What follows belongs to an exercise in optimizing a design on an open flow for small area; a production flow would make more cautious choices. Where RTL was checked, it was by simulation tests only, not by an equivalence proof against the original. For run 1, only the layout was checked, not whether the RTL still works. Power figures rest on the tool's default switching activity, not on a simulated workload.

## flow/config.mk

```make
export PLATFORM = sky130hd
export DESIGN_NAME = iot_filter_param
export DESIGN_NICKNAME = iot_filter_param
export VERILOG_FILES = /design/flow/design.v
export SDC_FILE = /design/flow/constraint.sdc
export NUM_CORES = 4
export LEC_CHECK = 0
export ABC_AREA = 0
export CAP_MARGIN = 20
export CORE_MARGIN = 2
export CORE_UTILIZATION = 40
export PLACE_DENSITY = 0.6
export SLEW_MARGIN = 20
```

## flow/constraint.sdc

```tcl
create_clock -name core_clock -period 11.0 [get_ports {clk}]
set_input_delay 2.2000 -clock core_clock [delete_from_list [all_inputs] [get_ports {clk}]]
set_output_delay 2.2000 -clock core_clock [all_outputs]
set_load 0.01 [all_outputs]
```

## flow/design.v

```verilog
module iot_filter_param #(
    parameter int IN_W  = 8,
    parameter int BEATS = 16,
    parameter int WORDS = 8
) (
    input  logic                     clk,
    input  logic                     rst,
    input  logic                     in_en,
    input  logic [IN_W-1:0]          iot_in,
    input  logic [2:0]               fn_sel,
    input  logic [IN_W*BEATS-1:0]    lo_bound,
    input  logic [IN_W*BEATS-1:0]    hi_bound,
    output logic                     busy,
    output logic                     valid,
    output logic [IN_W*BEATS-1:0]    iot_out
);
    localparam int WORD_W = IN_W * BEATS;
    localparam int LOG2W  = $clog2(WORDS);
    localparam int BCW    = $clog2(BEATS);
    logic              busy_r;
    logic              valid_r;
    logic [BCW-1:0]    beat_cnt;
    logic [LOG2W-1:0]  word_cnt;
    logic [2:0]        fn;
    logic              peak_vld;
    logic              chg;
    logic              ag, al, bg, bl;
    logic [WORD_W-1:0] acc;
    logic [LOG2W-1:0]  ext;
    logic [LOG2W-1:0]  lowp;
    logic [WORD_W-1:0] lo;
    logic [WORD_W-1:0] hi;
    logic [BEATS-1:0]  cy;      
    logic              accept, rs, beat0, beatl;
    logic [2:0]        fn_e;
    logic              fold_now, fold_e;
    logic              is_max, is_min, is_avg, is_ext, is_rnd, force_b;
    logic [IN_W-1:0]   lo_b, hi_b, at, bt;
    logic              ag0, al0, bg0, bl0, eqa, eqb;
    logic              ag_n, al_n, bg_n, bl_n;
    logic              take;
    logic [IN_W-1:0]   addb;
    logic [IN_W:0]     sum;
    logic [LOG2W:0]    sum_lo;
    logic [IN_W-1:0]   nbyte;
    assign accept   = in_en && !busy_r;
    assign beat0    = (beat_cnt == '0);
    assign beatl    = (beat_cnt == BCW'(BEATS - 1));
    assign rs       = beat0 && (word_cnt == '0);
    assign fold_now = peak_vld && (fn_sel == fn);
    assign fn_e     = rs ? fn_sel : fn;
    assign fold_e   = rs ? fold_now : peak_vld;
    assign is_max   = (fn_e == 3'd1) || (fn_e == 3'd6);
    assign is_min   = (fn_e == 3'd2) || (fn_e == 3'd7);
    assign is_avg   = (fn_e == 3'd3);
    assign is_ext   = (fn_e[2:1] == 2'b10);
    assign is_rnd   = is_max || is_min || is_avg;
    assign force_b  = is_rnd && !fold_e && (word_cnt == '0);
    logic [BEATS-1:0] bsel;
    always_comb begin
        bsel = '0;
        bsel[beat_cnt] = 1'b1;
        lo_b = rs ? lo_bound[WORD_W-1 -: IN_W] : '0;
        hi_b = rs ? hi_bound[WORD_W-1 -: IN_W] : '0;
        for (int k = 0; k < BEATS; k++) begin
            lo_b = lo_b | ({IN_W{bsel[k] && !rs}} & lo[WORD_W-1-IN_W*k -: IN_W]);
            hi_b = hi_b | ({IN_W{bsel[k] && !rs}} & hi[WORD_W-1-IN_W*k -: IN_W]);
        end
    end
    assign at   = is_ext ? lo_b : acc[WORD_W-1 -: IN_W];
    assign bt   = hi_b;
    assign ag0  = !beat0 && ag;
    assign al0  = !beat0 && al;
    assign bg0  = !beat0 && bg;
    assign bl0  = !beat0 && bl;
    assign eqa  = !ag0 && !al0;
    assign eqb  = !bg0 && !bl0;
    assign ag_n = ag0 || (eqa && (iot_in > at));
    assign al_n = al0 || (eqa && (iot_in < at));
    assign bg_n = bg0 || (eqb && (iot_in > bt));
    assign bl_n = bl0 || (eqb && (iot_in < bt));
    assign take  = !is_rnd || force_b || (is_max && ag_n) || (is_min && al_n);
    assign addb   = {(beat0 ? {LOG2W{1'b0}} : lowp), iot_in[IN_W-1:LOG2W]};
    assign sum    = (force_b ? {IN_W{1'b0}} : at) + addb + (!force_b && hi_b[0]);
    assign sum_lo = (force_b ? {LOG2W{1'b0}} : ext) + iot_in[LOG2W-1:0];
    assign nbyte  = is_avg ? sum[IN_W-1:0] : (take ? iot_in : at);
    always_ff @(posedge clk) begin
        if (rst) begin
            busy_r   <= 1'b0;
            valid_r  <= 1'b0;
            beat_cnt <= '0;
            word_cnt <= '0;
            peak_vld <= 1'b0;
        end else begin
            busy_r  <= accept && beatl;
            valid_r <= 1'b0;
            if (accept) begin
                beat_cnt <= beat_cnt + 1'b1;
                if (rs && fn_sel != fn) peak_vld <= 1'b0;
            end
            if (busy_r) begin
                word_cnt <= word_cnt + 1'b1;
                if (fn == 3'd4)
                    valid_r <= ag && bl;
                else if (fn == 3'd5)
                    valid_r <= al || bg;
                else if (word_cnt == LOG2W'(WORDS - 1) && fn != 3'd0)
                    valid_r <= chg;
                if (word_cnt == LOG2W'(WORDS - 1) && fn[2:1] == 2'b11)
                    peak_vld <= 1'b1;
            end
        end
    end
    always_ff @(posedge clk) begin
        if (accept) begin
            ag   <= ag_n;
            al   <= al_n;
            bg   <= bg_n;
            bl   <= bl_n;
            chg  <= (rs ? !fold_now : chg) || (is_max && ag_n) || (is_min && al_n);
            acc  <= {acc[WORD_W-IN_W-1:0], nbyte};
            lowp <= iot_in[LOG2W-1:0];
            if (!rs && is_avg) begin
                for (int q = 0; q < BEATS - 1; q++)
                    if (beat_cnt == BCW'(q + 1)) hi[IN_W*(BEATS-1-q)] <= sum[IN_W];
                if (beatl) hi[0] <= sum_lo[LOG2W];
            end
            if (beatl)
                ext <= sum_lo[LOG2W-1:0];
            if (rs) begin
                fn     <= fn_sel;
                lo     <= lo_bound;
                hi     <= hi_bound;
            end
        end
    end
    logic [BEATS:0]    bc;
    for (genvar k = 0; k < BEATS; k++) begin : g_cy
        assign cy[k] = hi[IN_W*k] && (fn == 3'd3);
    end
    logic [BEATS-1:0]  bg_g, bg_p;
    logic [WORD_W-1:0] tot;
    for (genvar k = 0; k < BEATS; k++) begin : g_gp
        logic [IN_W-1:0] a;
        assign a       = acc[k*IN_W +: IN_W];
        assign bg_g[k] = a[0] & cy[k] & (&a[IN_W-1:1]);
        assign bg_p[k] = (a[0] | cy[k]) & (&a[IN_W-1:1]);
    end
    assign bc[0] = 1'b0;
    for (genvar k = 0; k < BEATS; k++) begin : g_bc
        assign bc[k+1] = bg_g[k] | (bg_p[k] & bc[k]);
    end
    for (genvar k = 0; k < BEATS; k++) begin : g_res
        logic [IN_W-1:0] a;
        logic [IN_W:0]   p;
        logic            c1;
        assign a    = acc[k*IN_W +: IN_W];
        assign c1   = (a[0] & cy[k]) | (bc[k] & (a[0] | cy[k]));
        assign tot[k*IN_W] = a[0] ^ cy[k] ^ bc[k];
        assign p[1] = 1'b1;
        for (genvar m = 1; m < IN_W; m++) begin : g_bit
            assign p[m+1] = p[m] & a[m];
            assign tot[k*IN_W+m] = a[m] ^ (c1 & p[m]);
        end
    end
    assign busy    = busy_r;
    assign valid   = valid_r;
    assign iot_out = valid_r ? tot : '0;
endmodule
```

## flow/flow/run.sh

```bash
#!/bin/bash
# Standard ORFS layout (the standard.sh) with the smallest buffer cell on the ports
# and a clock tree without dummy loads.
set -euo pipefail
export BUFFER_PORTS_ARGS="-buffer_cell sky130_fd_sc_hd__buf_1"
export CTS_ARGS="-sink_clustering_enable -repair_clock_nets -buf_list sky130_fd_sc_hd__clkbuf_8 -sink_clustering_size 16 -sink_clustering_max_diameter 80 -dont_use_dummy_load"
bash standard.sh > standard.log 2>&1
```

## flow/standard.sh

```bash
#!/bin/bash
# synth_recipe.tcl (not shown) runs the flow's synth.tcl, then flattens the netlist and writes it again
# the make line also repeats each setting of config.mk as NAME=value (left out here)
make -C /OpenROAD-flow-scripts/flow DESIGN_CONFIG=/design/flow/config.mk WORK_HOME=/design/flow/orfs CLKGATE_MAP_FILE= SYNTH_SCRIPT=/design/flow/synth_recipe.tcl "${@:-finish}"
```

==> impl_metrics.toml, run 1 <==
[timing]
timing.final.crit_share_pct = 71.5
final.setup.tns_ps = 0
maxSlewHeadroom_pct = 31.9
finalMaxSlewViolations = 0
finalWorstPathRequiredPeriod_ps = 7870
grt_setup_unrepaired = "false"
setup_viol = 0
fmax_ghz = 0.127
timing_hold_violations_final = 0
fin_worst_skew_ps = 55.8
worstMarginPinSlew_ps = 1020

[global_route]
grt_first_pass_wirelength_um = 82700
maximum_number_of_pins_on_one_net_before_global_route_repair = 150
globalRoute.totalOverflow = 0
antenna_found_initial = 5
globalRouteTotalUtil_pct = 22.1
number_of_global_route_vias_before_repair = 13500

[setup_path]
cpLargestDelayFamily = "simple AND/OR/NAND/NOR gates"
r2r_slack_ps = 4770
timing.critical_path.depth = 22
cp_data_arrival_time_ps = 5670
crit_path_start = "fn[2]"
worst_path_most_repeated_cell = "sky130_fd_sc_hd__inv_1"
worst-path-max-fanout = 17
timing.critical_path.slowest_cell_delay_ps = 730
worst_r2r_endpoint = "hi[72]"
crit-reg2reg-launch = "beat_cnt[1]"
worst_r2r_path_depth = 21
worstSetupEndpoint = "iot_out[127]"
critical_path_class = "reg2out"
slowest_stage = "sky130_fd_sc_hd__a2111oi_0"
timing.critical_path.to_type = "output pin"
cp.buffers_inverters = 6
data_required_critical_path_ps = 8800
crit_path_start_kind = "register"
crit_path_cell_trace = "inv_1 -> and3_1 -> buf_4 -> nand2_1 -> inv_1 -> ha_1 -> inv_1 -> a2111oi_0 -> o2111ai_1 -> or3_1 -> o221ai_1 -> a21oi_1 -> nor3_1 -> o2111ai_1 -> fa_1 -> inv_1 -> and3_1 -> and3_1 -> nand3_1 -> xor2_1 -> nor2_1 -> buf_1"

[worst_hold_path]
min_path_type = "reg2reg"

[pwr]
power_switching_mw = 0.793
vdd_drop_max_mv = 0.102
clock_power_share_pct = 23.8
cellInternalPower_mw = 2.25
switching_share_pct = 26.1
powerDensity_mw_per_mm2 = 136
sequential_share_of_power_pct = 63.5
pwr-share-comb_pct = 12.6
power.leakage_nw = 7.81

[synth]
syn_area_mm2 = 0.0196
postSynthAreaPerCell_um2 = 12.9
synthesis.instances = 1518
synth_sequential_area_ratio_pct = 61.8
postSynth.topFlopCell = "sky130_fd_sc_hd__edfxtp_1"
synth_largest_type_area_fraction_pct = 60.8
synth.yosys.warnings = 1
ys_ff_latch = 408
synth-edff-count = 398
postSynth.asyncResetShare_pct = 0
yosys.area.top_type = "sky130_fd_sc_hd__edfxtp_1"
netlist_top_cells_area = "sky130_fd_sc_hd__edfxtp_1, sky130_fd_sc_hd__ha_1, sky130_fd_sc_hd__nor2_1"
unique_masters_post_synth = 91
synth_fp_nets = 1887

[detailed_routing]
detail-route-antenna-nets = 0
final_routed_wirelength_across_all_metal_layers_um = 57700
detail_route.first_pass.iterations = 5
routedWlPerCell_um = 22.3
drc_errors = 0
number_of_drc_markers_after_the_initial_detailed_route_iteration = 1259
mean_number_of_vias_per_cell = 5.32
num_vias = 13800

[floorplanning]
start_util_pct = 40.3
design.portCount = 400
dieArea_mm2 = 0.0509
fp.dieH_um = 226
std_cell_rows = 81
die_w_um = 226
core_area_mm2 = 0.0487

[place]
dp.final_hpwl_um = 42600
port_buffers = 399
gp_routability_congestion = 0.907
dpl.cell_count = 2549

[cts]
clk_pin_slew_ps = 100
worst_skew_pair.late_latency_ps = 660
post-cts-setup-buffer-count = 0
max_buffers_root_to_sink = 3
cts_buffers = 31
ctsHtreeMaxLevel = 1
tritoncts = "done"
cts.hold.buffers_added = 0
root_buffer = "sky130_fd_sc_hd__clkbuf_8"
clkSinkCount = 408
postCtsResizedCells = 0

[layout]
fill_cells = 4501
regArea_mm2 = 0.0122
post_layout_nonfiller_instances = 2583
syn2layout_area_growth_pct = 13.9
multiInputGateArea_mm2 = 0.00696
drive_above_1_share_pct = 5.32
design.final.nets = 2287

[run]
maxCapViolations = 0

[status]
status = "timing/DRC/antenna clean"
==> area by class of cell <==
class | count | share of cell area (%)
inverters | 78 | 1.36
repair buffers | 425 | 7.58
flip-flops and latches | 408 | 54.3
clock buffers | 31 | 1.91
diodes | 3 | 0.0335
well taps | 664 | 3.71
multi-input cells | 974 | 31.1
==> worst reg2reg max path, stage by stage (launching register included) <==
cell and delay, ps:
sky130_fd_sc_hd__dfxtp_1 480, sky130_fd_sc_hd__inv_1 220, sky130_fd_sc_hd__ha_1 570, sky130_fd_sc_hd__nand2b_4 110, sky130_fd_sc_hd__nor3_4 650, sky130_fd_sc_hd__buf_4 460, sky130_fd_sc_hd__mux2i_1 250, sky130_fd_sc_hd__o21ai_0 240
sky130_fd_sc_hd__nor2b_1 710, sky130_fd_sc_hd__nand2b_1 220, sky130_fd_sc_hd__fa_1 200, sky130_fd_sc_hd__inv_1 60, sky130_fd_sc_hd__fa_1 420, sky130_fd_sc_hd__a21o_1 170, sky130_fd_sc_hd__a21oi_1 220, sky130_fd_sc_hd__o21bai_1 90
sky130_fd_sc_hd__a21oi_1 230, sky130_fd_sc_hd__nor2b_1 70, sky130_fd_sc_hd__o21ai_0 160, sky130_fd_sc_hd__a21oi_1 90, sky130_fd_sc_hd__buf_4 210, sky130_fd_sc_hd__a21o_1 170
==> per-stage QoR <==
step / instance area [um^2] / total power, mW / utilization, % / hold WS, ps / setup WS (ps)
CTS: 22400 / 3.06 / 45.9 / 474 / 3110
global placement: 21900 / 2.34 / 45.0 / 460 / 4040
finish: 22400 / 3.04 / 45.9 / 467 / 3130
detailed placement: 21900 / 2.35 / 45.0 / 464 / 3830
floorplan: 19600 / 2.20 / - / 433 / 1430
global route: 22400 / 3.17 / 45.9 / 491 / 2540
==> placed cells by master (no fill, tap or decap), types with 5 or more instances in the layout <==
cell type / synthesis / layout
sky130_fd_sc_hd__nor2_1: 156 / 154
sky130_fd_sc_hd__and3_1: 20 / 20
sky130_fd_sc_hd__nor3_1: 17 / 11
sky130_fd_sc_hd__a221oi_1: 11 / 11
sky130_fd_sc_hd__or2_2: 7 / 7
sky130_fd_sc_hd__and2_1: 33 / 33
sky130_fd_sc_hd__and4_1: 6 / 6
sky130_fd_sc_hd__buf_1: 5 / 399
sky130_fd_sc_hd__a21o_1: 20 / 20
sky130_fd_sc_hd__edfxtp_1: 398 / 398
sky130_fd_sc_hd__fa_1: 18 / 18
sky130_fd_sc_hd__xor2_1: 51 / 51
sky130_fd_sc_hd__a211oi_1: 8 / 8
sky130_fd_sc_hd__a22oi_1: 66 / 66
sky130_fd_sc_hd__nand2_1: 101 / 101
sky130_fd_sc_hd__mux2i_1: 11 / 11
sky130_fd_sc_hd__nand3_1: 54 / 54
sky130_fd_sc_hd__or3_1: 6 / 6
sky130_fd_sc_hd__nor2b_1: 12 / 12
sky130_fd_sc_hd__nor3_2: 1 / 7
sky130_fd_sc_hd__buf_4: 3 / 25
sky130_fd_sc_hd__nor4_1: 5 / 5
sky130_fd_sc_hd__dfxtp_1: 10 / 10
sky130_fd_sc_hd__ha_1: 81 / 81
sky130_fd_sc_hd__xnor2_1: 55 / 55
sky130_fd_sc_hd__a31oi_1: 5 / 5
sky130_fd_sc_hd__a21oi_1: 36 / 35
sky130_fd_sc_hd__o21ai_0: 20 / 20
sky130_fd_sc_hd__a222oi_1: 15 / 15
sky130_fd_sc_hd__nand4_1: 40 / 40
sky130_fd_sc_hd__o21ai_1: 6 / 6
sky130_fd_sc_hd__clkbuf_8: 0 / 31
sky130_fd_sc_hd__inv_1: 76 / 75
sky130_fd_sc_hd__a22o_1: 17 / 17
sky130_fd_sc_hd__nand2b_1: 15 / 15
==> cells in the mapped netlist, types with 18 or more instances <==
cell type / instances
sky130_fd_sc_hd__o21ai_0: 20
sky130_fd_sc_hd__xor2_1: 51
sky130_fd_sc_hd__xnor2_1: 55
sky130_fd_sc_hd__ha_1: 81
sky130_fd_sc_hd__inv_1: 76
sky130_fd_sc_hd__nand3_1: 54
sky130_fd_sc_hd__and2_1: 33
sky130_fd_sc_hd__nand4_1: 40
sky130_fd_sc_hd__fa_1: 18
sky130_fd_sc_hd__edfxtp_1: 398
sky130_fd_sc_hd__a21oi_1: 36
sky130_fd_sc_hd__and3_1: 20
sky130_fd_sc_hd__a22oi_1: 66
sky130_fd_sc_hd__nand2_1: 101
sky130_fd_sc_hd__a21o_1: 20
sky130_fd_sc_hd__clkbuf_1: 37
sky130_fd_sc_hd__nor2_1: 156
==> flip-flops by register name, summed over array words and instances (netlist names) <==
signal and flops:
beat_cnt 4, chg 1, peak_vld 1, lowp 3, ext 3, al 1, acc 128, word_cnt 3
hi 128, valid_r 1, bl 1, lo 128, bg 1, fn 3, ag 1, busy_r 1
==> worst min-delay path by stage <==
stage / slack (ps) / startpoint / cells past startpoint / end
6_report: 470 / acc[111] / 0 / acc[119]
5_1_grt: 490 / acc[111] / 0 / acc[119]
4_1_cts: 470 / acc[111] / 0 / acc[119]
3_5_place_dp: 460 / acc[29] / 0 / acc[37]
3_3_place_gp: 460 / acc[29] / 0 / acc[37]
2_1_floorplan: 430 / acc[0] / 0 / acc[8]
==> power by group through the flow <==
stage               sequential, mW  clock [mW]  combinational (mW)
floorplan                     1.95           0               0.250
global placement              1.96           0               0.374
detailed placement            1.97           0               0.383
CTS                           1.93       0.749               0.385
global route                  1.94       0.802               0.426
finish                        1.93       0.724               0.384
==> routing by layer <==
metal	wire length, um	track usage [%]	up-vias
met5	11	0	-
met4	1560	6.37	2
met3	4640	4.85	83
met2	27700	36.8	525
met1	23800	29.1	6722
li1	-	-	6422
==> logic make-up (layout without fill, tap and decap cells) <==
kind of cell / count (synthesis) / in the layout / synth area share [%]
muxes: 15 / 15 / 0.790
adders and majority gates: 99 / 99 / 6.99
AOI/OAI and AO/OA: 259 / 259 / 10.1
buffers and inverters: 136 / 534 / 2.93
and+or+nand+nor: 495 / 495 / 12.6
other: 0 / 3 / 0
DFF: 408 / 408 / 61.8
xor gates and xnor gates: 106 / 106 / 4.73
==> inputs of run 2 (changes only) <==
--- a/flow/design.v
+++ b/flow/design.v
@@ -32,3 +32,3 @@
     logic [WORD_W-1:0] hi;
-    logic [BEATS-1:0]  cy;      
+    logic [BEATS-1:0]  cy;
     logic              accept, rs, beat0, beatl;
@@ -83,3 +83,3 @@
     assign addb   = {(beat0 ? {LOG2W{1'b0}} : lowp), iot_in[IN_W-1:LOG2W]};
-    assign sum    = (force_b ? {IN_W{1'b0}} : at) + addb + (!force_b && hi_b[0]);
+    assign sum    = (force_b ? {IN_W{1'b0}} : at) + addb + (!force_b && cy[BEATS-1]);
     assign sum_lo = (force_b ? {LOG2W{1'b0}} : ext) + iot_in[LOG2W-1:0];
@@ -122,7 +122,4 @@
             lowp <= iot_in[LOG2W-1:0];
-            if (!rs && is_avg) begin
-                for (int q = 0; q < BEATS - 1; q++)
-                    if (beat_cnt == BCW'(q + 1)) hi[IN_W*(BEATS-1-q)] <= sum[IN_W];
-                if (beatl) hi[0] <= sum_lo[LOG2W];
-            end
+            cy   <= {cy[BEATS-2:1], cy[0] || (is_avg && !beat0 && sum[IN_W]),
+                     is_avg && beatl && sum_lo[LOG2W]};
             if (beatl)
@@ -137,5 +134,2 @@
     logic [BEATS:0]    bc;
-    for (genvar k = 0; k < BEATS; k++) begin : g_cy
-        assign cy[k] = hi[IN_W*k] && (fn == 3'd3);
-    end
     logic [BEATS-1:0]  bg_g, bg_p;
--- a/flow/flow/run.sh
+++ b/flow/flow/run.sh
@@ -1,4 +1,7 @@
 #!/bin/bash
-# Standard ORFS layout (the standard.sh) with the smallest buffer cell on the ports
-# and a clock tree without dummy loads.
+# The standard ORFS layout (standard.sh, which keeps each step's log under
+# orfs/logs/), with two changes:
+#  - buffer_ports puts the smallest buffer cell on every input and output port;
+#  - the clock tree uses clkbuf_8 buffers on clusters of up to 16 registers and no
+#    dummy loads.
 set -euo pipefail
==> run 2 against run 1 <==
Effect of this change:
- critical endpoint unchanged
- highest routed layer unchanged
- still clean
- sequential power increased by 3%
- fmax increased by 7.4%
- worst setup slack improved by 550 ps
- critical path depth decreased by 5
- combinational power decreased by 6.2%
==> impl_metrics.toml, run 2 <==
[status]
status = "timing/DRC/antenna clean"

[place]
port_buffers = 399
dpl.cell_count = 2407
gp_routability_congestion = 0.870
dp.final_hpwl_um = 41000
dp_slack_ps = 4260
placement.cell_area_mm2 = 0.0217

[global_route]
globalRoute.totalOverflow = 0
maximum_number_of_pins_on_one_net_before_global_route_repair = 197
antenna_found_initial = 14
grt_first_pass_wirelength_um = 80700
number_of_global_route_vias_before_repair = 13200
globalRouteTotalUtil_pct = 21.5

[synth]
post_synth_most_frequent_cells = "sky130_fd_sc_hd__edfxtp_1, sky130_fd_sc_hd__nor2_1, sky130_fd_sc_hd__ha_1"
unique_masters_post_synth = 72
synth_largest_type_area_fraction_pct = 63.7
ys_ff_latch = 424
synth-edff-count = 414
netlist_top_cells_area = "sky130_fd_sc_hd__edfxtp_1, sky130_fd_sc_hd__ha_1, sky130_fd_sc_hd__nor2_1"
yosys.area.top_type = "sky130_fd_sc_hd__edfxtp_1"
synth.yosys.warnings = 1
leading_cell_type_by_number_of_instances_after_synthesis = "sky130_fd_sc_hd__edfxtp_1"
synth_sequential_area_ratio_pct = 64.7
postSynthAreaPerCell_um2 = 13.7
synth_fp_nets = 1796
synthesis.instances = 1429
postSynth.topFlopCell = "sky130_fd_sc_hd__edfxtp_1"
syn_area_mm2 = 0.0195
postSynth.asyncResetShare_pct = 0

[cts]
cts.hold.buffers_added = 0
cts_buffers = 34
post-cts-setup-buffer-count = 0
tritoncts = "done"
clk_pin_slew_ps = 110
clkSinkCount = 424
max_buffers_root_to_sink = 3
postCtsResizedCells = 0
root_buffer = "sky130_fd_sc_hd__clkbuf_8"
worst_skew_pair.late_latency_ps = 620
ctsHtreeMaxLevel = 2

[setup_path]
cp_data_arrival_time_ps = 5120
timing.critical_path.slowest_cell_delay_ps = 630
crit_path_cell_trace = "ha_1 -> nand4_1 -> o41ai_1 -> nand4_1 -> a21oi_1 -> a211oi_1 -> a2bb2oi_1 -> o41ai_1 -> nand4_1 -> fa_1 -> inv_1 -> and3_1 -> and3_1 -> nand3_1 -> xor2_1 -> nor2_1 -> buf_1"
r2r_slack_ps = 5400
cpLargestDelayFamily = "compound AO/OA/AOI/OAI gates"
timing.critical_path.to_type = "output pin"
worst-path-max-fanout = 4
critical_path_class = "reg2out"
cp.buffers_inverters = 2
slowest_stage = "sky130_fd_sc_hd__o41ai_1"
crit_path_start_kind = "register"
data_required_critical_path_ps = 8800
worst_path_most_repeated_cell = "sky130_fd_sc_hd__nand4_1"

[layout]
design.final.nets = 2195
layout_top_registers = "acc: 128 flops, hi: 128 flops, lo: 128 flops"
fin_area_mm2 = 0.0222
layout.cells.most_common = "sky130_fd_sc_hd__edfxtp_1"
final_cell_mix = "sky130_fd_sc_hd__edfxtp_1, sky130_fd_sc_hd__buf_1, sky130_fd_sc_hd__nor2_1"
drive_above_1_share_pct = 4.55
fill_cells = 4388
post_layout_nonfiller_instances = 2446
finalCoreUtilization_pct = 46.4
syn2layout_area_growth_pct = 13.8

[detailed_routing]
routedWlPerCell_um = 22.5
num_vias = 13300
met2_length_um = 26300
drc_errors = 0
number_of_drc_markers_after_the_initial_detailed_route_iteration = 1183
mean_number_of_vias_per_cell = 5.43
detail_route.first_pass.iterations = 5
maxUsedRoutingLayer = "met5"
detail-route-antenna-nets = 0
final_routed_wirelength_across_all_metal_layers_um = 55100
met3_wirelength_um = 5140
m1WireLength_um = 22300

[timing]
fmax_ghz = 0.137
fin_worst_hold_slack_ps = 487
worstMarginPinSlew_ps = 1140
finalMaxSlewViolations = 0
fin_worst_skew_ps = 72.2
grt_setup_unrepaired = "false"
timing_hold_violations_final = 0
timing.final.crit_share_pct = 66.6
final_setup_margin_ps = 3680
maxSlewHeadroom_pct = 24.0
setup_viol = 0
finalWorstPathRequiredPeriod_ps = 7320
final.setup.tns_ps = 0

[floorplanning]
dieArea_mm2 = 0.0506
fp.dieH_um = 225
design.portCount = 400
std_cell_rows = 80
start_util_pct = 40.7
core_area_mm2 = 0.0479
die_w_um = 225

[run]
maxCapViolations = 0

[pwr]
vdd_drop_max_mv = 0.144
post-layout-total-power_mw = 3.12
powerDensity_mw_per_mm2 = 141
power.leakage_nw = 7.52

[worst_hold_path]
min_path_type = "reg2reg"
run 2: path summary, 6_finish.rpt:
path                                      to  cells past startpoint         from
worst max-delay path            iot_out[127]                     17        cy[0]
worst min-delay path                  acc[8]                      0       acc[0]
worst max register to register        acc[3]                     18  beat_cnt[1]
worst min register to register        acc[8]                      0       acc[0]
run 2: metal layers:
metal	GRT usage (%)	vias up
li1	-	6142
met1	27.7	6487
met2	35.3	547
met3	6.08	90
met4	6.41	18
met5	0	-
run 2: kinds of logic after synthesis:
family / share of synthesized area [%]
xor+xnor: 4.80
compound gates: 8.49
simple gates: 11.5
buf+inv: 2.60
fa+ha+maj: 6.91
mux: 0.993
flops: 64.7
run 2: layout make-up:
type	count	area (um^2)	share of cell area, %
Sequential cell	424	12600	56.8
Timing Repair Buffer	417	1650	7.42
Inverter	70	263	1.18
Antenna cell	5	12.5	0.0563
Multi-Input combinational cell	881	6430	28.9
Clock buffer	34	468	2.11
Tap cell	615	769	3.46
run 2: power breakdown:
part           leakage (nW)  internal (mW)  switching (mW)
Combinational          3.22          0.133           0.228
Clock                 0.244          0.279           0.493
Sequential             4.06           1.92          0.0691
==> inputs of run 3 (changes only) <==
--- a/flow/flow/run.sh
+++ b/flow/flow/run.sh
@@ -2,3 +2,5 @@
 # The standard ORFS layout (standard.sh, which keeps each step's log under
-# orfs/logs/), with two changes:
+# orfs/logs/), with three changes:
+#  - synthesis maps the logic with the area-oriented ABC script in flow/abc_area.script
+#    (run from a copy of ORFS's scripts folder; nothing else in it differs);
 #  - buffer_ports puts the smallest buffer cell on every input and output port;
@@ -7,2 +9,6 @@
 set -euo pipefail
+rm -rf orfs_scripts
+cp -rp "$FLOW_HOME/scripts" orfs_scripts
+cp flow/abc_area.script orfs_scripts/abc_area.script
+SCRIPTS_DIR="$PWD/orfs_scripts" bash standard.sh synth > standard_synth.log 2>&1
 export BUFFER_PORTS_ARGS="-buffer_cell sky130_fd_sc_hd__buf_1"
==> flow/flow/abc_area.script (new file) <==
strash
&get -n
&fraig -x
&put
scorr
dc2
dretime
strash
dch -f
amap
topo
--- a/flow/config.mk
+++ b/flow/config.mk
@@ -7,3 +7,3 @@
 export LEC_CHECK = 0
-export ABC_AREA = 0
+export ABC_AREA = 1
 export CAP_MARGIN = 20
==> run 3 against run 2 <==
Effect of this change:
- hold slack got worse by 14 ps
- clock skew down 25 ps
- first-iteration DRC count is 18% lower
- via count is 2.4% lower
- critical path depth rose by 24
- die area fell by 5.1%
- synthesized area is 5.1% lower
- sequential share of layout area up 1.5 points
- largest power group unchanged
- highest routed layer unchanged
==> impl_metrics.toml, run 3 <==
[status]
status = "timing/DRC/antenna clean"

[setup_path]
worstSetupEndpoint = "iot_out[127]"
timing.critical_path.to_type = "output pin"
cp_data_arrival_time_ps = 7860
worst_r2r_endpoint = "acc[6]"
worst-path-max-fanout = 4
data_required_critical_path_ps = 8800
slowest_stage = "sky130_fd_sc_hd__fa_1"
r2r_slack_ps = 3780
timing.critical_path.slowest_cell_delay_ps = 410
crit_path_start_kind = "register"
worst_r2r_path_depth = 28
worst_path_most_repeated_cell = "sky130_fd_sc_hd__a21oi_1"
critical_path_class = "reg2out"
crit_path_start = "cy[0]"
crit-reg2reg-launch = "beat_cnt[0]"

[place]
gp_routability_congestion = 0.863
dpl.cell_count = 2357
dp.final_hpwl_um = 38000
port_buffers = 399
placement.cell_area_mm2 = 0.0211

[cts]
clkSinkCount = 424
tritoncts = "done"
max_buffers_root_to_sink = 3
clk_pin_slew_ps = 80
ctsHtreeMaxLevel = 2
post-cts-setup-buffer-count = 0
worst_skew_pair.late_latency_ps = 600
root_buffer = "sky130_fd_sc_hd__clkbuf_8"
cts_buffers = 36

[synth]
unique_masters_post_synth = 42
synth_sequential_area_ratio_pct = 68.2
synth-edff-count = 414
postSynthAreaPerCell_um2 = 13.9
leading_cell_type_by_number_of_instances_after_synthesis = "sky130_fd_sc_hd__edfxtp_1"
post_synth_most_frequent_cells = "sky130_fd_sc_hd__edfxtp_1, sky130_fd_sc_hd__nor2_1, sky130_fd_sc_hd__clkinv_1"
synth_fp_nets = 1698
yosys.area.top_type = "sky130_fd_sc_hd__edfxtp_1"
syn_area_mm2 = 0.0185
ys_ff_latch = 424
synth_largest_type_area_fraction_pct = 67.1
synth.yosys.warnings = 1
netlist_top_cells_area = "sky130_fd_sc_hd__edfxtp_1, sky130_fd_sc_hd__ha_1, sky130_fd_sc_hd__nor2_1"
postSynth.asyncResetShare_pct = 0
synthesis.instances = 1331
postSynth.topFlopCell = "sky130_fd_sc_hd__edfxtp_1"

[layout]
fill_cells = 4150
drive_above_1_share_pct = 5.02
post_layout_nonfiller_instances = 2401
layout_top_registers = "acc: 128 flops, hi: 128 flops, lo: 128 flops"
fin_area_mm2 = 0.0216
syn2layout_area_growth_pct = 16.9
design.final.nets = 2163
finalCoreUtilization_pct = 47.5
final_cell_mix = "sky130_fd_sc_hd__edfxtp_1, sky130_fd_sc_hd__buf_1, sky130_fd_sc_hd__nor2_1"
layout.cells.most_common = "sky130_fd_sc_hd__edfxtp_1"

[floorplanning]
die_w_um = 219
design.portCount = 400
std_cell_rows = 78
dieArea_mm2 = 0.0481
fp.dieH_um = 219
start_util_pct = 40.6
core_area_mm2 = 0.0456

[detailed_routing]
detail-route-antenna-nets = 0
mean_number_of_vias_per_cell = 5.40
num_vias = 13000
drc_errors = 0
detail_route.first_pass.iterations = 8
number_of_drc_markers_after_the_initial_detailed_route_iteration = 967
final_routed_wirelength_across_all_metal_layers_um = 51900
routedWlPerCell_um = 21.6

[global_route]
number_of_global_route_vias_before_repair = 12900
grt_first_pass_wirelength_um = 76000
globalRoute.totalOverflow = 0
maximum_number_of_pins_on_one_net_before_global_route_repair = 186
antenna_found_initial = 11
globalRouteTotalUtil_pct = 21.4

[worst_hold_path]
hold_path_startpoint = "word_cnt[1]"
min_path_type = "reg2reg"

[pwr]
powerDensity_mw_per_mm2 = 146
power.leakage_nw = 7.11
vdd_drop_max_mv = 0.115
post-layout-total-power_mw = 3.15

[timing]
maxSlewHeadroom_pct = 37.5
worstMarginPinSlew_ps = 937
grt_setup_unrepaired = "false"
fin_worst_skew_ps = 47.7
timing_hold_violations_final = 0
final.setup.tns_ps = 0
setup_viol = 0
fmax_ghz = 0.0994
finalMaxSlewViolations = 0
timing.final.crit_share_pct = 91.5
finalWorstPathRequiredPeriod_ps = 10060

[run]
maxCapViolations = 0
==> run 3: changes by cell type in the layout (fill, tap and decap cells not counted), moves of 20 or more <==
cell	change
sky130_fd_sc_hd__clkinv_1	+107
sky130_fd_sc_hd__inv_1	-69
sky130_fd_sc_hd__xor2_1	-59
sky130_fd_sc_hd__xnor2_1	-48
sky130_fd_sc_hd__a211oi_1	+43
sky130_fd_sc_hd__nor3_1	+42
sky130_fd_sc_hd__a22oi_1	-35
sky130_fd_sc_hd__and2_1	-35
sky130_fd_sc_hd__and2_0	+28
sky130_fd_sc_hd__nor2b_1	+28
sky130_fd_sc_hd__nand4_1	-22
sky130_fd_sc_hd__a21oi_1	+20
==> run 3: what timing repair did <==
action,CTS,global route
cloned,0,0
resized for setup,2,7
hold buffers,0,0
endpoints found under the setup margin,2,8
endpoints found under the hold margin,0,0
==> run 3: stage by stage <==
stage | hold slack (ps) | worst slack [ps]
floorplan | 433 | 1150
global placement | 437 | 855
CTS | 470 | 65.6
detailed placement | 445 | 560
finish | 473 | 937
global route | 486 | 13.0
==> run 3: layout make-up <==
type | instances | area [um^2] | share of cell area [%]
tap | 600 | 751 | 3.47
sequential | 424 | 12600 | 58.4
antenna | 7 | 17.5 | 0.0809
clock buffer | 36 | 495 | 2.29
timing repair buffer | 427 | 1740 | 8.04
multi-input combinational | 798 | 5600 | 25.9
inverter | 109 | 415 | 1.92
==> run 3: logic make-up (layout without fill, tap and decap cells) <==
group | Yosys count | count (layout) | synth area share (%)
simple gates | 437 | 437 | 11.6
buf+inv | 109 | 572 | 2.21
other cells | 0 | 7 | 0
fa+ha+maj | 97 | 97 | 7.28
compound gates | 264 | 264 | 10.7
flops | 424 | 424 | 68.2
==> run 3: metal layers <==
| metal | wire [um] | GRT usage [%] |
|---|---|---|
| met5 | 52 | 0 |
| met4 | 1580 | 8.18 |
| met3 | 4100 | 5.35 |
| met2 | 25300 | 36.1 |
| met1 | 20900 | 26.6 |
==> run 3: worst min path at each step <==
stage,cells after the start,endpoint,slack (ps)
after global routing,0,acc[8],490
after detailed placement,0,acc[8],450
final,2,word_cnt[1],470
after global placement,0,acc[117],440
after CTS,2,word_cnt[1],470
after floorplan,0,acc[8],430
==> run 3: critical path, delay by kind of cell (launching register included) <==
kind	cells	cell delay [ps]
compound gates	14	1930
fa+ha+maj	2	580
buf+inv	2	240
flops	1	360
simple gates	23	4160
==> run 3: where the power goes <==
group,total [mW],switching [mW],internal (mW)
sequential,1.98,0.0617,1.91
clock,0.787,0.492,0.294
combinational,0.391,0.251,0.140
total,3.15,0.805,2.35
==> inputs of run 4 (changes only) <==
--- a/flow/config.mk
+++ b/flow/config.mk
@@ -8,3 +8,3 @@
 export ABC_AREA = 1
-export CAP_MARGIN = 20
+export CAP_MARGIN = 0
 export CORE_MARGIN = 2
@@ -12,2 +12,2 @@
 export PLACE_DENSITY = 0.6
-export SLEW_MARGIN = 20
+export SLEW_MARGIN = 0
==> run 4 against run 3 <==
Effect of this change:
- still clean on timing, DRC and antenna
- power barely moved
- synthesized area unchanged
- register-to-register slack about the same
- wire length is 0.18% higher
- highest routed layer unchanged
- largest cell class unchanged
- final cell count hardly changed
- sequential share of layout area up 0.074 points
- flip-flop and latch count unchanged
- clock skew shrank 4.0 ps
- core utilization fell by 0.060 points
- fmax barely moved
- die area is the same
- sequential power is essentially flat
==> impl_metrics.toml, run 4 <==
[global_route]
maximum_number_of_pins_on_one_net_before_global_route_repair = 186
globalRouteTotalUtil_pct = 21.4
number_of_global_route_vias_before_repair = 12900
antenna_found_initial = 11
globalRoute.totalOverflow = 0
grt_first_pass_wirelength_um = 76000

[synth]
unique_masters_post_synth = 42
synth_compound_gate_area_share_pct = 10.7
main_combinational_cell_family_by_area_after_synthesis = "simple AND/OR/NAND/NOR gates"
synth-edff-count = 414
ys_ff_latch = 424
post_synth_most_frequent_cells = "sky130_fd_sc_hd__edfxtp_1, sky130_fd_sc_hd__nor2_1, sky130_fd_sc_hd__clkinv_1"
synth_sequential_area_ratio_pct = 68.2
postSynth.asyncResetShare_pct = 0
synth_simple_gate_area_share_pct = 11.6
synthAdderAreaFrac_pct = 7.28
postSynthAreaPerCell_um2 = 13.9
synth_fp_nets = 1698
syn_area_mm2 = 0.0185
netlist_top_cells_area = "sky130_fd_sc_hd__edfxtp_1, sky130_fd_sc_hd__ha_1, sky130_fd_sc_hd__nor2_1"
leading_cell_type_by_number_of_instances_after_synthesis = "sky130_fd_sc_hd__edfxtp_1"
synth.mux.area_fraction_pct = 0
synth.yosys.warnings = 1
synth_largest_type_area_fraction_pct = 67.1
synthesis.instances = 1331
yosys.area_share.xor_xnor_pct = 0
yosys.area.top_type = "sky130_fd_sc_hd__edfxtp_1"
postSynth.topFlopCell = "sky130_fd_sc_hd__edfxtp_1"

[layout]
design.final.nets = 2162
drive_above_1_share_pct = 4.96
layout.cells.most_common = "sky130_fd_sc_hd__edfxtp_1"
regArea_mm2 = 0.0126
fill_cells = 4146
final_cell_mix = "sky130_fd_sc_hd__edfxtp_1, sky130_fd_sc_hd__buf_1, sky130_fd_sc_hd__nor2_1"
layout_top_registers = "acc: 128 flops, hi: 128 flops, lo: 128 flops"
syn2layout_area_growth_pct = 16.7
multiInputGateArea_mm2 = 0.00560

[setup_path]
worst-path-max-fanout = 4
critical_path_class = "reg2out"
timing.critical_path.to_type = "output pin"
cp_data_arrival_time_ps = 7870
cpLargestDelayFamily = "simple AND/OR/NAND/NOR gates"
slowest_stage = "sky130_fd_sc_hd__fa_1"
data_required_critical_path_ps = 8800
cp.buffers_inverters = 2
worst_path_most_repeated_cell = "sky130_fd_sc_hd__a21oi_1"
crit_path_start_kind = "register"
timing.critical_path.slowest_cell_delay_ps = 410

[floorplanning]
start_util_pct = 40.6
std_cell_rows = 78
die_w_um = 219
fp.dieH_um = 219
design.portCount = 400
core_area_mm2 = 0.0456
dieArea_mm2 = 0.0481

[timing]
maxSlewHeadroom_pct = 23.6
finalWorstPathRequiredPeriod_ps = 10070
timing.final.crit_share_pct = 91.6
final.setup.tns_ps = 0
finalMaxSlewViolations = 0
grt_setup_unrepaired = "false"
fin_worst_skew_ps = 43.7
timing_hold_violations_final = 0
setup_viol = 0
worstMarginPinSlew_ps = 1150
fmax_ghz = 0.0993

[pwr]
switching_share_pct = 25.5
post-layout-total-power_mw = 3.15
clock_power_share_pct = 25.0
cellInternalPower_mw = 2.35
powerDensity_mw_per_mm2 = 146
vdd_drop_max_mv = 0.116
pwr-share-comb_pct = 12.4
power_switching_mw = 0.805
sequential_share_of_power_pct = 62.7
power.leakage_nw = 7.10

[cts]
root_buffer = "sky130_fd_sc_hd__clkbuf_8"
cts.hold.buffers_added = 0
ctsHtreeMaxLevel = 2
worst_skew_pair.late_latency_ps = 600
tritoncts = "done"
clk_pin_slew_ps = 80
max_buffers_root_to_sink = 3
post-cts-setup-buffer-count = 0
clkSinkCount = 424
cts_buffers = 36

[detailed_routing]
routedWlPerCell_um = 21.7
detail_route.first_pass.iterations = 5
detail-route-antenna-nets = 0
num_vias = 12900
mean_number_of_vias_per_cell = 5.39
drc_errors = 0
final_routed_wirelength_across_all_metal_layers_um = 52000
number_of_drc_markers_after_the_initial_detailed_route_iteration = 1025

[place]
dp.final_hpwl_um = 38000
port_buffers = 399
gp_routability_congestion = 0.863

[run]
maxCapViolations = 0

[status]
status = "timing/DRC/antenna clean"

[worst_hold_path]
min_path_type = "reg2reg"
## run 4: final cells by class
class	instances	area share, %
tap	600	3.47
timing repair buffer	426	7.92
inverter	109	1.92
sequential	424	58.4
clock buffer	36	2.29
antenna	7	0.0810
multi-input combinational	798	25.9
## run 4: worst paths after layout
path	start	to	slack, ps	depth (start not counted)
setup / recovery	cy[0]	iot_out[127]	930	41
hold / removal	word_cnt[1]	word_cnt[1]	470	2
hold reg to reg	word_cnt[1]	word_cnt[1]	470	2
setup reg to reg	beat_cnt[0]	acc[6]	3790	25
## run 4: power groups by stage
stage          sequential (mW)  combinational [mW]  clock [mW]
6_report                  1.98               0.391       0.787
2_1_floorplan             2.01               0.231           0
3_3_place_gp              2.01               0.386           0
3_5_place_dp              2.01               0.393           0
5_1_grt                   1.99               0.439       0.874
4_1_cts                   1.98               0.395       0.819
## run 4: layer usage
layer  wire, um  up-vias  global-route usage, %
li1           -     6103                      -
met1      21100     6261                   26.6
met2      25300      474                   36.1
met3       4000       83                   5.35
met4       1550        8                   8.18
met5         52        -                      0
## run 4: cells by family after synthesis
group / count (synthesis)
adders and majority gates: 97
DFF: 424
buffers and inverters: 109
AOI/OAI and AO/OA: 264
and+or+nand+nor: 437
## run 4: timing repair
item | in CTS | in global routing
hold endpoints to repair | 0 | 0
cloned | 0 | 0
gates resized for setup | 2 | 7
setup endpoints to repair | 2 | 8
## run 4: metrics by stage
stage          instances  hold WS, ps  setup WS (ps)  util [%]  area, um^2
2_1_floorplan       1331          433           1150         -       18500
3_3_place_gp        2357          437            855      46.2       21100
3_5_place_dp        2357          445            560      46.2       21100
4_1_cts             2393          470           65.6      47.3       21600
5_1_grt             2397          486           7.15      47.4       21600
6_report            2400          472            929      47.4       21600
## run 4: tightest hold or removal path, stage by stage, from the launching register on
cell                       delay, ps
sky130_fd_sc_hd__dfxtp_1         320
sky130_fd_sc_hd__clkinv_1         60
sky130_fd_sc_hd__a21oi_1          50
==> inputs of run 5 (changes only) <==
--- a/flow/flow/run.sh
+++ b/flow/flow/run.sh
@@ -14,3 +14,3 @@
 export BUFFER_PORTS_ARGS="-buffer_cell sky130_fd_sc_hd__buf_1"
-export CTS_ARGS="-sink_clustering_enable -repair_clock_nets -buf_list sky130_fd_sc_hd__clkbuf_8 -sink_clustering_size 16 -sink_clustering_max_diameter 80 -dont_use_dummy_load"
+export CTS_ARGS="-sink_clustering_enable -repair_clock_nets -buf_list sky130_fd_sc_hd__clkbuf_4 -sink_clustering_size 10 -sink_clustering_max_diameter 50 -dont_use_dummy_load"
 bash standard.sh > standard.log 2>&1
==> run 5 against run 4 <==
Effect of this change:
- critical path depth did not move
- power fell by 1.9%
- via count rose by 1.5%
- wire length rose by 0.49%
- combinational power barely moved
- design area fell by 0.30%
==> impl_metrics.toml, run 5 <==
[pwr]
pwr-share-comb_pct = 12.6
cellInternalPower_mw = 2.28
power_switching_mw = 0.812
power.leakage_nw = 7.09
post-layout-total-power_mw = 3.09
switching_share_pct = 26.2
powerDensity_mw_per_mm2 = 143
sequential_share_of_power_pct = 63.9
clock_power_share_pct = 23.5
vdd_drop_max_mv = 0.0883

[timing]
final.setup.tns_ps = 0
timing_hold_violations_final = 0
fin_worst_skew_ps = 107
setup_viol = 0
grt_setup_unrepaired = "false"
timing.final.crit_share_pct = 91.2
worstMarginPinSlew_ps = 1140
maxSlewHeadroom_pct = 23.9
fmax_ghz = 0.0997
final_setup_margin_ps = 970
fin_worst_hold_slack_ps = 386
finalWorstPathRequiredPeriod_ps = 10030
finalMaxSlewViolations = 0

[synth]
postSynthAreaPerCell_um2 = 13.9
netlist_top_cells_area = "sky130_fd_sc_hd__edfxtp_1, sky130_fd_sc_hd__ha_1, sky130_fd_sc_hd__nor2_1"
ys_ff_latch = 424
syn_area_mm2 = 0.0185
synth.yosys.warnings = 1
postSynth.topFlopCell = "sky130_fd_sc_hd__edfxtp_1"
synth_fp_nets = 1698
synth_sequential_area_ratio_pct = 68.2
yosys.area.top_type = "sky130_fd_sc_hd__edfxtp_1"
synth_largest_type_area_fraction_pct = 67.1
post_synth_most_frequent_cells = "sky130_fd_sc_hd__edfxtp_1, sky130_fd_sc_hd__nor2_1, sky130_fd_sc_hd__clkinv_1"
synthesis.instances = 1331
unique_masters_post_synth = 42
leading_cell_type_by_number_of_instances_after_synthesis = "sky130_fd_sc_hd__edfxtp_1"
postSynth.asyncResetShare_pct = 0
synth-edff-count = 414

[detailed_routing]
mean_number_of_vias_per_cell = 5.42
num_vias = 13100
drc_errors = 0
detail_route.first_pass.iterations = 6
detail-route-antenna-nets = 0
routedWlPerCell_um = 21.6
number_of_drc_markers_after_the_initial_detailed_route_iteration = 970
final_routed_wirelength_across_all_metal_layers_um = 52300

[worst_hold_path]
timing.hold.worst_endpoint = "acc[8]"
hold_path_startpoint = "acc[0]"
min_path_type = "reg2reg"
whs_path_depth = 0

[setup_path]
r2r_slack_ps = 3810
worst-path-max-fanout = 4
slowest_stage = "sky130_fd_sc_hd__fa_1"
timing.critical_path.slowest_cell_delay_ps = 410
crit-reg2reg-launch = "beat_cnt[0]"
critical_path_class = "reg2out"
crit_path_start_kind = "register"
timing.critical_path.to_type = "output pin"
data_required_critical_path_ps = 8800
cp_data_arrival_time_ps = 7830
worst_r2r_endpoint = "acc[0]"
worst_r2r_path_depth = 25

[cts]
cts_buffers = 55
clk_pin_slew_ps = 100
root_buffer = "sky130_fd_sc_hd__clkbuf_4"
ctsHtreeMaxLevel = 2
clkSinkCount = 424
worst_skew_pair.late_latency_ps = 820
tritoncts = "done"
max_buffers_root_to_sink = 3

[layout]
syn2layout_area_growth_pct = 16.4
layout.cells.most_common = "sky130_fd_sc_hd__edfxtp_1"
finalCoreUtilization_pct = 47.3
drive_above_1_share_pct = 6.07
post_layout_nonfiller_instances = 2422
design.final.nets = 2181
layout_top_registers = "acc: 128 flops, hi: 128 flops, lo: 128 flops"
final_cell_mix = "sky130_fd_sc_hd__edfxtp_1, sky130_fd_sc_hd__buf_1, sky130_fd_sc_hd__nor2_1"
fill_cells = 4171
fin_area_mm2 = 0.0216

[floorplanning]
die_w_um = 219
design.portCount = 400
core_area_mm2 = 0.0456
fp.dieH_um = 219
start_util_pct = 40.6
std_cell_rows = 78
dieArea_mm2 = 0.0481

[place]
placement.cell_area_mm2 = 0.0211
gp_routability_congestion = 0.863
dpl.cell_count = 2357
dp.final_hpwl_um = 38000
port_buffers = 399
dp_slack_ps = 560

[global_route]
maximum_number_of_pins_on_one_net_before_global_route_repair = 186
globalRoute.totalOverflow = 0
globalRouteTotalUtil_pct = 21.6
number_of_global_route_vias_before_repair = 13000
antenna_found_initial = 11
grt_first_pass_wirelength_um = 76400

[status]
status = "timing/DRC/antenna clean"

[run]
maxCapViolations = 0
## run 5: final cells by class
class,count,area [um^2],area share [%]
antenna,10,25.0,0.116
clock buffer,55,413,1.92
inverter,109,415,1.93
tap,600,751,3.48
sequential,424,12600,58.6
timing repair buffer,426,1710,7.95
multi-input combinational,798,5610,26.0
## run 5: kinds of logic (layout without fill, tap and decap cells)
family | count (synthesis) | in the layout | synth area share [%]
other | 0 | 10 | 0
AND/OR/NAND/NOR | 437 | 437 | 11.6
buffers and inverters | 109 | 590 | 2.21
adder cells (fa/ha/maj) | 97 | 97 | 7.28
flip-flops | 424 | 424 | 68.2
AO/OA/AOI/OAI | 264 | 264 | 10.7
## run 5: metal layers
metal  up-vias  routed length, um  GRT usage [%]
li1       6166                  -              -
met1      6310              20900           26.8
met2       551              25400           36.3
met3        91               4560           5.60
met4         4               1370           7.75
met5         -                 32              0
## run 5: power groups by stage
| stage | Combinational [mW] | Clock [mW] | Sequential (mW) |
|---|---|---|---|
| finish | 0.391 | 0.726 | 1.98 |
| global route | 0.439 | 0.816 | 1.99 |
| CTS | 0.395 | 0.760 | 1.98 |
| detailed placement | 0.393 | 0 | 2.01 |
| global placement | 0.386 | 0 | 2.01 |
| floorplan | 0.231 | 0 | 2.01 |
## run 5: worst max-delay path by stage
stage / from / to / slack (ps) / cells after the start
after floorplan: beat_cnt[0] / hi[0] / 1150 / 8
after global placement: acc[0] / iot_out[127] / 860 / 41
after detailed placement: cy[0] / iot_out[127] / 560 / 41
after CTS: cy[0] / iot_out[127] / 90 / 41
after global routing: cy[0] / iot_out[127] / 30 / 41
final: cy[0] / iot_out[127] / 970 / 41
## run 5: critical path, delay by kind of cell (launching register included)
family,cells,cell delay (ps)
fa+ha+maj,2,590
simple gates,23,4010
buf+inv,2,250
compound gates,14,1930
flops,1,350
## run 5: repair_timing
item                                    4_1_cts  5_1_grt
gates resized for setup                       4        7
hold buffers                                  0        0
endpoints found under the setup margin        3        8
setup buffers                                 0        0
==> inputs of run 6 (changes only) <==
==> flow/flow/abc_area.script (replaced) <==
strash
&get -n
&fraig -x
&put
scorr
dc2
dretime
strash
dch -f
amap -m
mfs3 -ae
topo
==> run 6 against run 5 <==
Effect of this change:
- sequential share of layout area rose by 0.18 points
- first-iteration DRC count increased by 22%
- register-to-register slack worse by 720 ps
- synthesized area down 0.19%
- sequential power barely moved
- hold slack better by 60 ps
- design area shrank 0.31%
- clock skew up 12 ps
- die area decreased by 0.18%
- clock power down 3%
- combinational power shrank 1%
- critical path type unchanged
- critical endpoint is now iot_out[126]
- highest routed layer unchanged
==> impl_metrics.toml, run 6 <==
[layout]
drive_above_1_share_pct = 5.89
syn2layout_area_growth_pct = 16.2
layout_top_registers = "acc: 128 flops, hi: 128 flops, lo: 128 flops"
final_cell_mix = "sky130_fd_sc_hd__edfxtp_1, sky130_fd_sc_hd__buf_1, sky130_fd_sc_hd__nor2_1"
design.final.nets = 2170
layout.cells.most_common = "sky130_fd_sc_hd__edfxtp_1"
fill_cells = 4178
post_layout_nonfiller_instances = 2409

[cts]
tritoncts = "done"
worst_skew_pair.late_latency_ps = 810
max_buffers_root_to_sink = 3
ctsHtreeMaxLevel = 2
cts_buffers = 52
clkSinkCount = 424
root_buffer = "sky130_fd_sc_hd__clkbuf_4"
clk_pin_slew_ps = 100
cts.hold.buffers_added = 0

[timing]
fin_worst_skew_ps = 119
setup_viol = 0
grt_setup_unrepaired = "false"
final.setup.tns_ps = 0
finalWorstPathRequiredPeriod_ps = 10060
finalMaxSlewViolations = 0
worstMarginPinSlew_ps = 1090
timing.final.crit_share_pct = 91.5
maxSlewHeadroom_pct = 27.4
fmax_ghz = 0.0994
timing_hold_violations_final = 0

[detailed_routing]
drc_errors = 0
routedWlPerCell_um = 22.2
final_routed_wirelength_across_all_metal_layers_um = 53500
detail_route.first_pass.iterations = 6
num_vias = 13100
detail-route-antenna-nets = 0
mean_number_of_vias_per_cell = 5.44
number_of_drc_markers_after_the_initial_detailed_route_iteration = 1184

[synth]
netlist_top_cells_area = "sky130_fd_sc_hd__edfxtp_1, sky130_fd_sc_hd__ha_1, sky130_fd_sc_hd__nor2_1"
synth_fp_nets = 1691
synth-edff-count = 414
post_synth_most_frequent_cells = "sky130_fd_sc_hd__edfxtp_1, sky130_fd_sc_hd__nor2_1, sky130_fd_sc_hd__clkinv_1"
syn_area_mm2 = 0.0185
ys_ff_latch = 424
unique_masters_post_synth = 42
postSynthAreaPerCell_um2 = 14.0
synthesis.instances = 1324
leading_cell_type_by_number_of_instances_after_synthesis = "sky130_fd_sc_hd__edfxtp_1"
synth.yosys.warnings = 1
postSynth.asyncResetShare_pct = 0
synth_largest_type_area_fraction_pct = 67.2
yosys.area.top_type = "sky130_fd_sc_hd__edfxtp_1"
synth_sequential_area_ratio_pct = 68.3
postSynth.topFlopCell = "sky130_fd_sc_hd__edfxtp_1"

[global_route]
maximum_number_of_pins_on_one_net_before_global_route_repair = 198
antenna_found_initial = 16
globalRoute.totalOverflow = 0
globalRouteTotalUtil_pct = 22.0
grt_first_pass_wirelength_um = 77400
number_of_global_route_vias_before_repair = 12800

[setup_path]
worst-path-max-fanout = 4
crit_path_start_kind = "register"
worst_r2r_path_depth = 30
data_required_critical_path_ps = 8800
critical_path_class = "reg2out"
timing.critical_path.to_type = "output pin"
worst_r2r_endpoint = "acc[7]"
timing.critical_path.slowest_cell_delay_ps = 380
crit-reg2reg-launch = "beat_cnt[0]"
r2r_slack_ps = 3090
slowest_stage = "sky130_fd_sc_hd__fa_1"
cp_data_arrival_time_ps = 7860

[place]
dp.final_hpwl_um = 39000
dpl.cell_count = 2349
port_buffers = 399
gp_routability_congestion = 0.834

[worst_hold_path]
whs_path_depth = 0
min_path_type = "reg2reg"
timing.hold.worst_endpoint = "acc[14]"
hold_path_startpoint = "acc[6]"

[run]
maxCapViolations = 0

[pwr]
clock_power_share_pct = 23.0
power.leakage_nw = 7.07
vdd_drop_max_mv = 0.0846
post-layout-total-power_mw = 3.07
pwr-share-comb_pct = 12.6
cellInternalPower_mw = 2.27
powerDensity_mw_per_mm2 = 143
power_switching_mw = 0.803
switching_share_pct = 26.1
sequential_share_of_power_pct = 64.4

[floorplanning]
core_area_mm2 = 0.0455
design.portCount = 400
die_w_um = 219
std_cell_rows = 78
dieArea_mm2 = 0.0480
fp.dieH_um = 219
start_util_pct = 40.7

[status]
status = "timing/DRC/antenna clean"
run 6: changes by cell type in the layout (fill, tap and decap cells not counted), moves of 3 or more:
cell                       previous run  this run
sky130_fd_sc_hd__clkinv_1           107       100
sky130_fd_sc_hd__nor2b_1             44        38
sky130_fd_sc_hd__a21oi_1             38        41
sky130_fd_sc_hd__and3_1              28        31
sky130_fd_sc_hd__clkbuf_4            55        52
sky130_fd_sc_hd__nand2b_1             1         4
run 6: area by class of cell:
| class | instances | area (um^2) | area share, % |
|---|---|---|---|
| sequential | 424 | 12600 | 58.8 |
| inverter | 102 | 389 | 1.81 |
| antenna | 8 | 20.0 | 0.0932 |
| multi-input combinational | 798 | 5600 | 26.1 |
| timing repair buffer | 425 | 1710 | 7.94 |
| clock buffer | 52 | 390 | 1.82 |
| tap | 600 | 751 | 3.49 |
run 6: stage by stage:
step	util, %	instance area (um^2)	hold WS (ps)	worst slack [ps]
3_3_place_gp	46.2	21000	439	1080
6_report	47.3	21500	446	938
5_1_grt	47.2	21500	457	51.2
2_1_floorplan	-	18500	433	1420
3_5_place_dp	46.2	21000	442	745
4_1_cts	47.1	21400	451	83.0
run 6: critical path, delay by kind of cell (launching register included):
kind,cells,cell delay [ps]
and+or+nand+nor,24,4260
buffers and inverters,2,270
AOI/OAI and AO/OA,13,1690
DFF,1,370
adders and majority gates,2,550
run 6: power groups by stage:
stage               logic, mW  registers, mW  clock network (mW)
floorplan               0.230           2.01                   0
global placement        0.378           2.01                   0
detailed placement      0.386           2.01                   0
CTS                     0.388           1.98               0.731
global route            0.432           1.99               0.791
finish                  0.387           1.98               0.707
run 6: how the worst max path moves through the flow:
stage,from,to,cells past startpoint
floorplan,beat_cnt[0],hi[0],8
global placement,acc[0],iot_out[127],41
detailed placement,acc[0],iot_out[126],41
CTS,acc[0],iot_out[126],41
global route,acc[0],iot_out[127],41
finish,acc[0],iot_out[126],41
run 6: cells by family after synthesis:
kind of cell             count (synthesis)  synth area share, %
AND/OR/NAND/NOR                        436                 11.6
buffers and inverters                  102                 2.07
adder cells (fa/ha/maj)                 97                 7.29
AO/OA/AOI/OAI                          265                 10.8
flip-flops                             424                 68.3
run 6: what timing repair did:
item / in CTS / in global routing
setup endpoints to repair: 2 / 12
setup buffers: 0 / 0
gates resized for setup: 2 / 8
cloned: 0 / 0
run 6: per-layer routing:
layer | vias to the layer above | share of wire (%) | global-route usage, %
met3 | 82 | 8.8 | 6.60
met2 | 552 | 49 | 36.9
met1 | 6322 | 40 | 27.6
met5 | - | 0.21 | 0
met4 | 16 | 2.0 | 6.31
li1 | 6133 | - | -
==> inputs of run 7 (changes only) <==
--- a/flow/flow/run.sh
+++ b/flow/flow/run.sh
@@ -6,3 +6,3 @@
 #  - buffer_ports puts the smallest buffer cell on every input and output port;
-#  - the clock tree uses clkbuf_8 buffers on clusters of up to 16 registers and no
+#  - the clock tree uses clkbuf_4 buffers on clusters of up to 10 registers and no
 #    dummy loads.
--- a/flow/config.mk
+++ b/flow/config.mk
@@ -10,4 +10,4 @@
 export CORE_MARGIN = 2
-export CORE_UTILIZATION = 40
-export PLACE_DENSITY = 0.6
+export CORE_UTILIZATION = 60
+export PLACE_DENSITY = 0.75
 export SLEW_MARGIN = 0
==> run 7 against run 6 <==
Effect of this change:
- clock power is 2% lower
- register-to-register slack better by 370 ps
- hold slack worse by 1.8 ps
- via count is 0.26% higher
- non-clock buffer count is 4 lower
- sequential share of layout area is 0.72 points higher
- critical endpoint is now iot_out[127]
- worst setup slack better by 20 ps
- combinational power is 2% lower
- synthesized cell count stayed put
- largest power group unchanged
- critical path depth stayed put
- still clean
==> impl_metrics.toml, run 7 <==
[setup_path]
cp.buffers_inverters = 2
timing.critical_path.to_type = "output pin"
r2r_slack_ps = 3460
timing.critical_path.depth = 41
crit-reg2reg-launch = "beat_cnt[0]"
crit_path_start_kind = "register"
worst-path-max-fanout = 4
cp_data_arrival_time_ps = 7840
critical_path_class = "reg2out"
data_required_critical_path_ps = 8800
slowest_stage = "sky130_fd_sc_hd__fa_1"
worst_path_most_repeated_cell = "sky130_fd_sc_hd__a21oi_1"
cpLargestDelayFamily = "simple AND/OR/NAND/NOR gates"
worst_r2r_endpoint = "acc[3]"
timing.critical_path.slowest_cell_delay_ps = 390
worst_r2r_path_depth = 27

[synth]
yosys.area.top_type = "sky130_fd_sc_hd__edfxtp_1"
unique_masters_post_synth = 42
netlist_top_cells_area = "sky130_fd_sc_hd__edfxtp_1, sky130_fd_sc_hd__ha_1, sky130_fd_sc_hd__nor2_1"
ys_ff_latch = 424
syn_area_mm2 = 0.0185
synthesis.instances = 1324
synth-edff-count = 414
postSynth.topFlopCell = "sky130_fd_sc_hd__edfxtp_1"
synth_fp_nets = 1691
synth.yosys.warnings = 1
synth_largest_type_area_fraction_pct = 67.2
postSynthAreaPerCell_um2 = 14.0
synth_sequential_area_ratio_pct = 68.3
leading_cell_type_by_number_of_instances_after_synthesis = "sky130_fd_sc_hd__edfxtp_1"
postSynth.asyncResetShare_pct = 0
post_synth_most_frequent_cells = "sky130_fd_sc_hd__edfxtp_1, sky130_fd_sc_hd__nor2_1, sky130_fd_sc_hd__clkinv_1"

[detailed_routing]
final_routed_wirelength_across_all_metal_layers_um = 48400
detail-route-antenna-nets = 0
routedWlPerCell_um = 21.9
drc_errors = 0
number_of_drc_markers_after_the_initial_detailed_route_iteration = 1288
detail_route.first_pass.iterations = 7
mean_number_of_vias_per_cell = 5.95
num_vias = 13100

[worst_hold_path]
min_path_type = "reg2reg"
timing.hold.worst_endpoint = "acc[117]"
hold_path_startpoint = "acc[109]"
whs_path_depth = 0

[cts]
clkSinkCount = 424
post-cts-setup-buffer-count = 0
clk_pin_slew_ps = 100
tritoncts = "done"
ctsHtreeMaxLevel = 2
cts_buffers = 52
max_buffers_root_to_sink = 3
root_buffer = "sky130_fd_sc_hd__clkbuf_4"
worst_skew_pair.late_latency_ps = 740

[pwr]
clock_power_share_pct = 22.7
cellInternalPower_mw = 2.27
sequential_share_of_power_pct = 64.9
powerDensity_mw_per_mm2 = 143
power.leakage_nw = 7.05
pwr-share-comb_pct = 12.4
post-layout-total-power_mw = 3.04
switching_share_pct = 25.6
vdd_drop_max_mv = 0.136
power_switching_mw = 0.778

[timing]
fmax_ghz = 0.0996
setup_viol = 0
fin_worst_hold_slack_ps = 445
finalMaxSlewViolations = 0
worstMarginPinSlew_ps = 1220
fin_worst_skew_ps = 89.8
finalWorstPathRequiredPeriod_ps = 10040
timing.final.crit_share_pct = 91.3
maxSlewHeadroom_pct = 18.0
timing_hold_violations_final = 0
final.setup.tns_ps = 0

[global_route]
maximum_number_of_pins_on_one_net_before_global_route_repair = 227
grt_first_pass_wirelength_um = 72700
number_of_global_route_vias_before_repair = 13100
globalRouteTotalUtil_pct = 29.7
antenna_found_initial = 20
globalRoute.totalOverflow = 0

[layout]
layout.cells.most_common = "sky130_fd_sc_hd__edfxtp_1"
final_cell_mix = "sky130_fd_sc_hd__edfxtp_1, sky130_fd_sc_hd__buf_1, sky130_fd_sc_hd__nor2_1"
layout_top_registers = "acc: 128 flops, hi: 128 flops, lo: 128 flops"
drive_above_1_share_pct = 5.73
syn2layout_area_growth_pct = 14.8
design.final.nets = 2166
fill_cells = 2207

[run]
maxCapViolations = 0

[floorplanning]
dieArea_mm2 = 0.0322
die_w_um = 180
fp.dieH_um = 180
design.portCount = 400
start_util_pct = 60.8
core_area_mm2 = 0.0304
std_cell_rows = 64

[place]
dp.final_hpwl_um = 34200
gp_routability_congestion = 0.895
port_buffers = 399

[status]
status = "timing/DRC/antenna clean"
-- run 7: cell counts after synthesis --
Identical to the previous run, type by type.
-- run 7: how the worst max path moves through the flow --
stage                               to  slack [ps]         from
after CTS                 iot_out[127]           3       acc[0]
after global routing      iot_out[127]         -20       acc[0]
after floorplan                  hi[0]        1420  beat_cnt[0]
after detailed placement  iot_out[127]         700        cy[0]
final                     iot_out[127]         960       acc[0]
after global placement    iot_out[127]         930        cy[0]
-- run 7: per-stage QoR --
stage | util, % | cell area [um^2] | std cells | worst slack [ps]
final | 69.8 | 21200 | 2209 | 958
after global routing | 69.8 | 21200 | 2208 | -17.8
after CTS | 69.5 | 21100 | 2193 | 3.06
after detailed placement | 68.2 | 20700 | 2141 | 697
after global placement | 68.2 | 20700 | 2141 | 925
after floorplan | - | 18500 | 1324 | 1420
-- run 7: final cells by class --
cell class                      instances  area [um^2]  share of cell area (%)
Tap cell                              396          495                    2.33
Clock buffer                           52          390                    1.84
Timing Repair Buffer                  421         1680                    7.89
Inverter                              102          389                    1.83
Antenna cell                           16         40.0                   0.189
Sequential cell                       424        12600                    59.5
Multi-Input combinational cell        798         5610                    26.4
-- run 7: metal layers --
metal / vias up / global-route usage, % / routed length [um]
li1: 6134 / - / -
met1: 6158 / 36.1 / 17500
met2: 699 / 49.2 / 23600
met3: 138 / 7.50 / 4750
met4: 10 / 15.7 / 2430
met5: - / 0 / 66
-- run 7: power by group through the flow --
stage          Sequential [mW]  Combinational [mW]  Clock [mW]
6_report                  1.98               0.378       0.690
5_1_grt                   1.99               0.421       0.765
4_1_cts                   1.98               0.376       0.700
3_5_place_dp              2.01               0.374           0
3_3_place_gp              2.01               0.363           0
2_1_floorplan             2.01               0.230           0
-- run 7: logic make-up after synthesis --
logic type	share of synthesized area, %
and+or+nand+nor	11.6
buffers and inverters	2.07
DFF	68.3
adders and majority gates	7.29
AOI/OAI and AO/OA	10.8
-- run 7: repair_timing --
| item | 4_1_cts | 5_1_grt |
|---|---|---|
| endpoints found under the hold margin | 0 | 0 |
| resized for setup | 2 | 9 |
| hold buffers | 0 | 0 |
| endpoints found under the setup margin | 2 | 11 |
-- run 7: worst register-to-register path: cells and delay by family (launching register included) --
family	cells	cell delay (ps)
buffers and inverters	6	1500
AND/OR/NAND/NOR	12	2870
adder cells (fa/ha/maj)	2	530
AO/OA/AOI/OAI	7	2130
flip-flops	1	390

==> separate check: timing with driven ports <==
Ports are ideal in the flow. The routed layouts listed here were re-timed in OpenROAD.
Step 1: set_driving_cell puts a clkbuf_16 on clk and a buf_2 on each other input, an assumption about the parent block.
Step 2 times the ports against the registers' clock, not the clock port: input delays grow and output delays shrink by t, the midpoint of the rising clock arrivals with the driver on.
Slacks: no drivers / after step 1 / after step 2; pairs: no drivers / after step 1.
run | t (ns) | setup slack, ns | latest minus earliest clock arrival (ns)
run 1 | 0.689 | 3.132 / 3.077 / 3.766 | 0.056 / 0.056
run 2 | 0.631 | 3.677 / 3.622 / 4.254 | 0.087 / 0.087
run 3 | 0.627 | 0.937 / 0.887 / 1.514 | 0.047 / 0.048
run 4 | 0.625 | 0.929 / 0.880 / 1.504 | 0.044 / 0.043
run 5 | 0.818 | 0.970 / 0.913 / 1.731 | 0.123 / 0.122
run 6 | 0.800 | 0.938 / 0.886 / 1.687 | 0.123 / 0.123
run 7 | 0.729 | 0.958 / 0.911 / 1.640 | 0.116 / 0.116
After both steps setup and hold are still met in every run listed.
